From an optimization exercise on the open Yosys and OpenROAD flow, aimed at small area, a short achievable clock period and few clock cycles; shortcuts taken in it are not production practice.
Power figures rest on the tool's default switching activity, not on a simulated workload.

Design rms_level_meter_peak_hold, start of the top module:
module rms_level_meter_peak_hold #(
    parameter int MAX_FRAMES = rlm_pkg::RLM_MAX_FRAMES
) (
    input  logic                                i_clk,
    input  logic                                i_rst_n,
    input  logic                                i_in_valid,
    output logic                                o_in_ready,
    input  logic signed [rlm_pkg::SAMPLE_W-1:0] i_sample,
    input  logic                                i_last_sample,
    output logic                                o_out_valid,
    input  logic                                i_out_ready,
    output logic [rlm_pkg::LEVEL_W-1:0]         o_level,
    output logic [rlm_pkg::LEVEL_W-1:0]         o_peak_level
);
export LEC_CHECK = 0
export ABC_CLOCK_PERIOD_IN_PS = 3000
export CAP_MARGIN = 20
export CORE_MARGIN = 2
export CORE_UTILIZATION = 40
export SLEW_MARGIN = 20
create_clock -name core_clock -period 10.0 [get_ports {i_clk}]
standard.sh (not shown) runs the stock make flow with config.mk's settings and CLKGATE_MAP_FILE= SYNTH_SCRIPT=/design/flow/synth_recipe.tcl, a recipe that flattens the netlist after the stock synthesis.
==> flow/flow/run.sh <==
#!/bin/bash
# The standard layout, with repair_timing aiming well past the 10 ns clock so that the
# resizer sizes gates and buffers for the period this design can reach. Constraints unchanged.
set -euo pipefail
MARGIN=$(cat flow/margin.txt)
bash standard.sh SETUP_SLACK_MARGIN=$MARGIN finish > standard_flow.log 2>&1
==> flow/flow/margin.txt <==
6.8
==> next run, changes <==
--- a/flow/design.v
+++ b/flow/design.v
@@ -3,49 +3,43 @@
     localparam int RLM_MAX_FRAMES = 256;
     localparam int SAMPLE_W = 16;
     localparam int LEVEL_W  = 7;
     localparam int SUM_W = 39;
 endpackage
 `timescale 1ns / 1ps
 module rlm_ctrl (
     input  logic        i_clk,
     input  logic        i_rst_n,
     input  logic        i_load,
-    input  logic [38:0] i_as,
-    input  logic [38:0] i_ac,
+    input  logic [38:0] i_sum,
     input  logic [7:0]  i_nm1,
     input  logic        i_out_ready,
     output logic        o_busy,
     output logic        o_fin,
     output logic        o_valid,
     output logic [6:0]  o_level
 );
     logic [4:0]  r_cnt;     
     logic        r_busy;
     logic        r_mul;
     logic        r_dig;     
     logic        r_div;
     logic        r_sqrt;
     logic        r_fin;     
     logic        r_ov;      
     logic [39:0] r_r;
     logic [9:0]  r_c;
-    logic        r_cf;      
-    logic [38:0] r_rc;      
-    logic        r_ca;      
-    logic        r_top;     
-    wire [2:0] w_ds  = {1'b0, r_r[1:0]} + {1'b0, r_rc[1:0]} + {2'd0, r_ca};
-    wire [1:0] w_dig = r_dig ? {w_ds[1] & ~r_top, w_ds[0]} : 2'd0;
-    wire [2:0] w_lo  = {1'b0, w_dig} + {1'b0, r_c[1:0]} + {2'd0, r_cf};
+    wire [1:0] w_dig = r_dig ? r_r[1:0] : 2'd0;
+    wire [2:0] w_lo  = {1'b0, w_dig} + {1'b0, r_c[1:0]};
     wire [9:0] w_k   = (w_dig == 2'd0) ? 10'd0 : (w_dig == 2'd1) ? 10'd156 :
                        (w_dig == 2'd2) ? 10'd312 : 10'd468;
-    wire [9:0] w_cn  = w_k + {2'd0, r_c[9:2]};
+    wire [9:0] w_cn  = w_k + {2'd0, r_c[9:2]} + {9'd0, w_lo[2]};
     wire [8:0]  w_a   = r_div ? {r_r[39:32], r_r[31]} : {1'b0, r_r[39:32]};
     wire [8:0]  w_b   = r_div ? {1'b0, i_nm1} : {2'b00, r_c[6:0]};
     wire        w_bin = r_div | (r_r[31:30] == 2'b00);
     wire [9:0]  w_d   = {1'b0, w_a} - {1'b0, w_b} - {9'd0, w_bin};
     wire        w_ge  = ~w_d[9];
     wire [7:0]  w_pdiv = w_ge ? w_d[7:0] : w_a[7:0];
     wire [7:0]  w_psq  = w_ge ? {w_d[5:0], r_r[31:30] - 2'd1} : {r_r[37:32], r_r[31:30]};
     wire w_last = (r_cnt == 5'd0);
     always_ff @(posedge i_clk) begin
         if (!i_rst_n) begin
@@ -75,38 +69,30 @@
                 r_mul  <= 1'b0;
                 r_div  <= r_mul;
                 r_sqrt <= r_div;
             end
         end
     end
     always_ff @(posedge i_clk) begin
         if (i_load) begin
             r_cnt   <= 5'd23;
             r_dig   <= 1'b1;
-            r_r     <= {1'b0, i_as};
-            r_rc    <= i_ac;
-            r_ca    <= 1'b0;
-            r_top   <= 1'b0;
+            r_r     <= {1'b0, i_sum};
             r_c     <= 10'd0;
-            r_cf    <= 1'b0;
         end else begin
             r_cnt   <= w_last ? (r_mul ? 5'd13 : 5'd6) : r_cnt - 5'd1;
-            r_top <= (r_cnt == 5'd5);
             if (r_cnt == 5'd4) begin
                 r_dig <= 1'b0;
             end
             if (r_mul) begin
-                r_r  <= {w_lo[1:0], r_r[39:2]};
-                r_rc <= {2'b00, r_rc[38:2]};
-                r_ca <= w_ds[2];
-                r_c  <= w_cn;
-                r_cf <= w_lo[2];
+                r_r <= {w_lo[1:0], r_r[39:2]};
+                r_c <= w_cn;
             end else if (r_div) begin
                 r_r[39:32] <= w_last ? 8'd0 : w_pdiv;
                 r_r[31:18] <= {r_r[30:18], w_ge};
             end else if (r_sqrt) begin
                 r_r[39:32] <= w_psq;
                 r_r[31:18] <= {r_r[29:18], 2'b00};
                 r_c[6:0]   <= {r_c[5:0], w_ge};
             end
         end
     end
@@ -740,26 +726,26 @@
         .s   (r_s),
         .as_ (r_as & {SW{~r_zero}}),
         .ac  (r_ac & {SW{~r_zero}}),
         .os_ (w_as),
         .oc  (w_ac)
     );
     always_ff @(posedge i_clk) begin
         r_as <= w_as;
         r_ac <= w_ac;
     end
+    wire [SW-1:0] w_sum = r_as ^ r_ac;
     rlm_ctrl u_lvl (
         .i_clk   (i_clk),
         .i_rst_n (i_rst_n),
         .i_load  (r_xfer),
-        .i_as    (r_as),
-        .i_ac    (r_ac),
+        .i_sum   (w_sum),
         .i_nm1   (r_ncap),
         .i_out_ready (i_out_ready),
         .o_busy  (w_busy),
         .o_fin   (w_fin),
         .o_valid (w_ov),
         .o_level (w_level)
     );
     always_ff @(posedge i_clk) begin
         if (!i_rst_n) begin
             r_pk <= 7'd0;
Effect:
- The changed run ran to the end with no violations
- utilization is lower by 0.78 points
- die area is lower by 9.6%
- total power is lower by 16%
- clock skew is lower by 0.0055 ns
- via count is lower by 5.3%
- wire length is lower by 9.3%
- global-route usage is higher by 0.50 points
- fmax is higher by 1.7%
- setup slack improves by 0.053 ns
- clock-buffer cell count is lower by 13
- non-clock buffer count is lower by 25
- sequential cell count is lower by 42
- final cell count is lower by 7.2%
- clock power is lower by 32%
No run of this note included a check of the RTL's function; only the layout flow was run.

========
Another version of the RTL of rms_level_meter_peak_hold (not shown whole).
Size in the first run: ~37 I/O pins.
==> module rlm_ctrl, before the edit <==
module rlm_ctrl (
    input  logic        i_clk,
    input  logic        i_rst_n,
    input  logic        i_load,
    input  logic [38:0] i_sum,
    input  logic [7:0]  i_nm1,
    input  logic        i_out_ready,
    output logic        o_busy,
    output logic        o_fin,
    output logic        o_valid,
    output logic [6:0]  o_level
);
    logic [3:0]  r_cnt;     
    logic        r_busy;
    logic        r_mul;
    logic        r_dig;     
    logic        r_div;
    logic        r_sqrt;
    logic        r_fin;     
    logic        r_ov;      
    logic [39:0] r_r;
    logic [9:0]  r_c;
    logic        r_cf;
    wire [3:0] w_dig = r_dig ? r_r[3:0] : 4'd0;
    wire [4:0] w_lo  = {1'b0, w_dig} + {1'b0, r_c[3:0]} + {4'd0, r_cf};
    logic [9:0] w_k39;
    always_comb begin
        case (w_dig)
            4'd0:  w_k39 = 10'd0;
            4'd1:  w_k39 = 10'd39;
            4'd2:  w_k39 = 10'd78;
            4'd3:  w_k39 = 10'd117;
            4'd4:  w_k39 = 10'd156;
            4'd5:  w_k39 = 10'd195;
            4'd6:  w_k39 = 10'd234;
            4'd7:  w_k39 = 10'd273;
            4'd8:  w_k39 = 10'd312;
            4'd9:  w_k39 = 10'd351;
            4'd10: w_k39 = 10'd390;
            4'd11: w_k39 = 10'd429;
            4'd12: w_k39 = 10'd468;
            4'd13: w_k39 = 10'd507;
            4'd14: w_k39 = 10'd546;
            default: w_k39 = 10'd585;
        endcase
    end
    wire [9:0] w_cn = w_k39 + {4'd0, r_c[9:4]};
    wire [8:0]  w_a   = r_div ? {r_r[39:32], r_r[31]} : {1'b0, r_r[39:32]};
    wire [8:0]  w_b   = r_div ? {1'b0, i_nm1} : {2'b00, r_c[6:0]};
    wire        w_bin = r_div | (r_r[31:30] == 2'b00);
    wire [9:0]  w_d   = {1'b0, w_a} - {1'b0, w_b} - {9'd0, w_bin};
    wire        w_ge  = ~w_d[9];
    wire [7:0]  w_pdiv = w_ge ? w_d[7:0] : w_a[7:0];
    wire [7:0]  w_psq  = w_ge ? {w_d[5:0], r_r[31:30] - 2'd1} : {r_r[37:32], r_r[31:30]};
    wire w_last = (r_cnt == 4'd0);
    always_ff @(posedge i_clk) begin
        if (!i_rst_n) begin
            r_busy <= 1'b0;
            r_mul  <= 1'b0;
            r_div  <= 1'b0;
            r_sqrt <= 1'b0;
            r_fin  <= 1'b0;
            r_ov   <= 1'b0;
        end else if (i_load) begin
            r_busy <= 1'b1;
            r_mul  <= 1'b1;
            r_div  <= 1'b0;
            r_sqrt <= 1'b0;
            r_fin  <= 1'b0;
            r_ov   <= 1'b0;
        end else begin
            if (r_ov & i_out_ready) begin
                r_busy <= 1'b0;
                r_ov   <= 1'b0;
            end
            if (r_fin) begin
                r_ov <= 1'b1;
            end
            r_fin <= w_last & r_sqrt;
            if (w_last) begin
                r_mul  <= 1'b0;
                r_div  <= r_mul;
                r_sqrt <= r_div;
            end
        end
    end
    always_ff @(posedge i_clk) begin
        if (i_load) begin
            r_cnt   <= 4'd11;
            r_dig   <= 1'b1;
            r_r     <= {1'b0, i_sum};
            r_c     <= 10'd0;
            r_cf    <= 1'b0;
        end else begin
            r_cnt   <= w_last ? (r_mul ? 4'd13 : 4'd6) : r_cnt - 4'd1;
            if (r_cnt == 4'd2) begin
                r_dig <= 1'b0;
            end
            if (r_mul) begin
                r_r <= {w_lo[3:0], r_r[39:4]};
                r_c <= w_cn;
                r_cf <= w_lo[4];
            end else if (r_div) begin
                r_r[39:32] <= w_last ? 8'd0 : w_pdiv;
                r_r[31:18] <= {r_r[30:18], w_ge};
            end else if (r_sqrt) begin
                r_r[39:32] <= w_psq;
                r_r[31:18] <= {r_r[29:18], 2'b00};
                r_c[6:0]   <= {r_c[5:0], w_ge};
            end
        end
    end
    assign o_busy  = r_busy;
    assign o_fin   = r_fin;
    assign o_valid = r_ov;
    assign o_level = r_c[6:0];
endmodule
Settings: LEC_CHECK=0, ABC_CLOCK_PERIOD_IN_PS=3000, CAP_MARGIN=20, CORE_MARGIN=2, CORE_UTILIZATION=40, SLEW_MARGIN=20; clock period 10.0 ns.
Scripts as last shown in full above: flow/flow/run.sh, flow/flow/margin.txt
Next try:
--- a/flow/design.v
+++ b/flow/design.v
@@ -17,9 +17,9 @@
     output logic        o_fin,
     output logic        o_valid,
     output logic [6:0]  o_level
 );
-    logic [3:0]  r_cnt;     
+    logic [4:0]  r_cnt;     
     logic        r_busy;
     logic        r_mul;
     logic        r_dig;     
     logic        r_div;
@@ -27,41 +27,21 @@
     logic        r_fin;     
     logic        r_ov;      
     logic [39:0] r_r;
     logic [9:0]  r_c;
-    logic        r_cf;
-    wire [3:0] w_dig = r_dig ? r_r[3:0] : 4'd0;
-    wire [4:0] w_lo  = {1'b0, w_dig} + {1'b0, r_c[3:0]} + {4'd0, r_cf};
-    logic [9:0] w_k39;
-    always_comb begin
-        case (w_dig)
-            4'd0:  w_k39 = 10'd0;
-            4'd1:  w_k39 = 10'd39;
-            4'd2:  w_k39 = 10'd78;
-            4'd3:  w_k39 = 10'd117;
-            4'd4:  w_k39 = 10'd156;
-            4'd5:  w_k39 = 10'd195;
-            4'd6:  w_k39 = 10'd234;
-            4'd7:  w_k39 = 10'd273;
-            4'd8:  w_k39 = 10'd312;
-            4'd9:  w_k39 = 10'd351;
-            4'd10: w_k39 = 10'd390;
-            4'd11: w_k39 = 10'd429;
-            4'd12: w_k39 = 10'd468;
-            4'd13: w_k39 = 10'd507;
-            4'd14: w_k39 = 10'd546;
-            default: w_k39 = 10'd585;
-        endcase
-    end
-    wire [9:0] w_cn = w_k39 + {4'd0, r_c[9:4]};
+    wire [1:0] w_dig = r_dig ? r_r[1:0] : 2'd0;
+    wire [2:0] w_lo  = {1'b0, w_dig} + {1'b0, r_c[1:0]};
+    wire [9:0] w_k   = (w_dig == 2'd0) ? 10'd0 : (w_dig == 2'd1) ? 10'd156 :
+                       (w_dig == 2'd2) ? 10'd312 : 10'd468;
+    wire [9:0] w_cn  = w_k + {2'd0, r_c[9:2]} + {9'd0, w_lo[2]};
     wire [8:0]  w_a   = r_div ? {r_r[39:32], r_r[31]} : {1'b0, r_r[39:32]};
     wire [8:0]  w_b   = r_div ? {1'b0, i_nm1} : {2'b00, r_c[6:0]};
     wire        w_bin = r_div | (r_r[31:30] == 2'b00);
     wire [9:0]  w_d   = {1'b0, w_a} - {1'b0, w_b} - {9'd0, w_bin};
     wire        w_ge  = ~w_d[9];
     wire [7:0]  w_pdiv = w_ge ? w_d[7:0] : w_a[7:0];
     wire [7:0]  w_psq  = w_ge ? {w_d[5:0], r_r[31:30] - 2'd1} : {r_r[37:32], r_r[31:30]};
-    wire w_last = (r_cnt == 4'd0);
+    wire w_last = (r_cnt == 5'd0);
     always_ff @(posedge i_clk) begin
         if (!i_rst_n) begin
             r_busy <= 1'b0;
             r_mul  <= 1'b0;
@@ -93,22 +73,20 @@
         end
     end
     always_ff @(posedge i_clk) begin
         if (i_load) begin
-            r_cnt   <= 4'd11;
+            r_cnt   <= 5'd23;
             r_dig   <= 1'b1;
             r_r     <= {1'b0, i_sum};
             r_c     <= 10'd0;
-            r_cf    <= 1'b0;
         end else begin
-            r_cnt   <= w_last ? (r_mul ? 4'd13 : 4'd6) : r_cnt - 4'd1;
-            if (r_cnt == 4'd2) begin
+            r_cnt   <= w_last ? (r_mul ? 5'd13 : 5'd6) : r_cnt - 5'd1;
+            if (r_cnt == 5'd4) begin
                 r_dig <= 1'b0;
             end
             if (r_mul) begin
-                r_r <= {w_lo[3:0], r_r[39:4]};
+                r_r <= {w_lo[1:0], r_r[39:2]};
                 r_c <= w_cn;
-                r_cf <= w_lo[4];
             end else if (r_div) begin
                 r_r[39:32] <= w_last ? 8'd0 : w_pdiv;
                 r_r[31:18] <= {r_r[30:18], w_ge};
             end else if (r_sqrt) begin
What happened: The changed run completed without violations; worst setup slack gains 25 ps; area after synthesis came out lower by 2.4%; total power came out lower by about 10%; routed wire length came out lower by about 6.6%; global-route usage came out lower by 0.78 points; cell area came out lower by about 3%; non-clock buffer count came out lower by 4; combinational power came out lower by about 23%; maximum frequency came out higher by 0.77%.
No functional check of the RTL was part of any run of this note.

## separate check: timing with driven ports
How much do the figures lean on ideal ports? The routed layouts below were timed once more, with nothing changed but the port constraints.
Step 1 (the two cells are an assumption about what drives the block):
set clk [get_ports {i_clk}]
set_driving_cell -lib_cell sky130_fd_sc_hd__clkbuf_16 $clk
set_driving_cell -lib_cell sky130_fd_sc_hd__buf_2 [delete_from_list [all_inputs] $clk]
Step 2 also shifts input and output timing later by t, the mid clock arrival at the registers, as if the neighbouring blocks saw the same clock.
a / b / c = ideal / step 1 / step 2; a / b = the first two.
run | t (ns) | setup WS [ns] | slew at the worst register clock pin (ns)
the first run of note 1 | 0.581 | 6.822 / 6.788 / 6.563 | 0.06 / 0.06
the second run of note 1 | 0.476 | 6.875 / 6.825 / 6.613 | 0.07 / 0.07
the first run of note 2 | 0.505 | 6.772 / 6.772 / 6.547 | 0.08 / 0.08
the second run of note 2 | 0.488 | 6.797 / 6.797 / 6.627 | 0.08 / 0.08
After both steps every run listed still meets setup and hold. The setup slack of the second run of note 1, which loses most, moves by -0.050 ns with the drivers and by -0.262 ns with both steps.
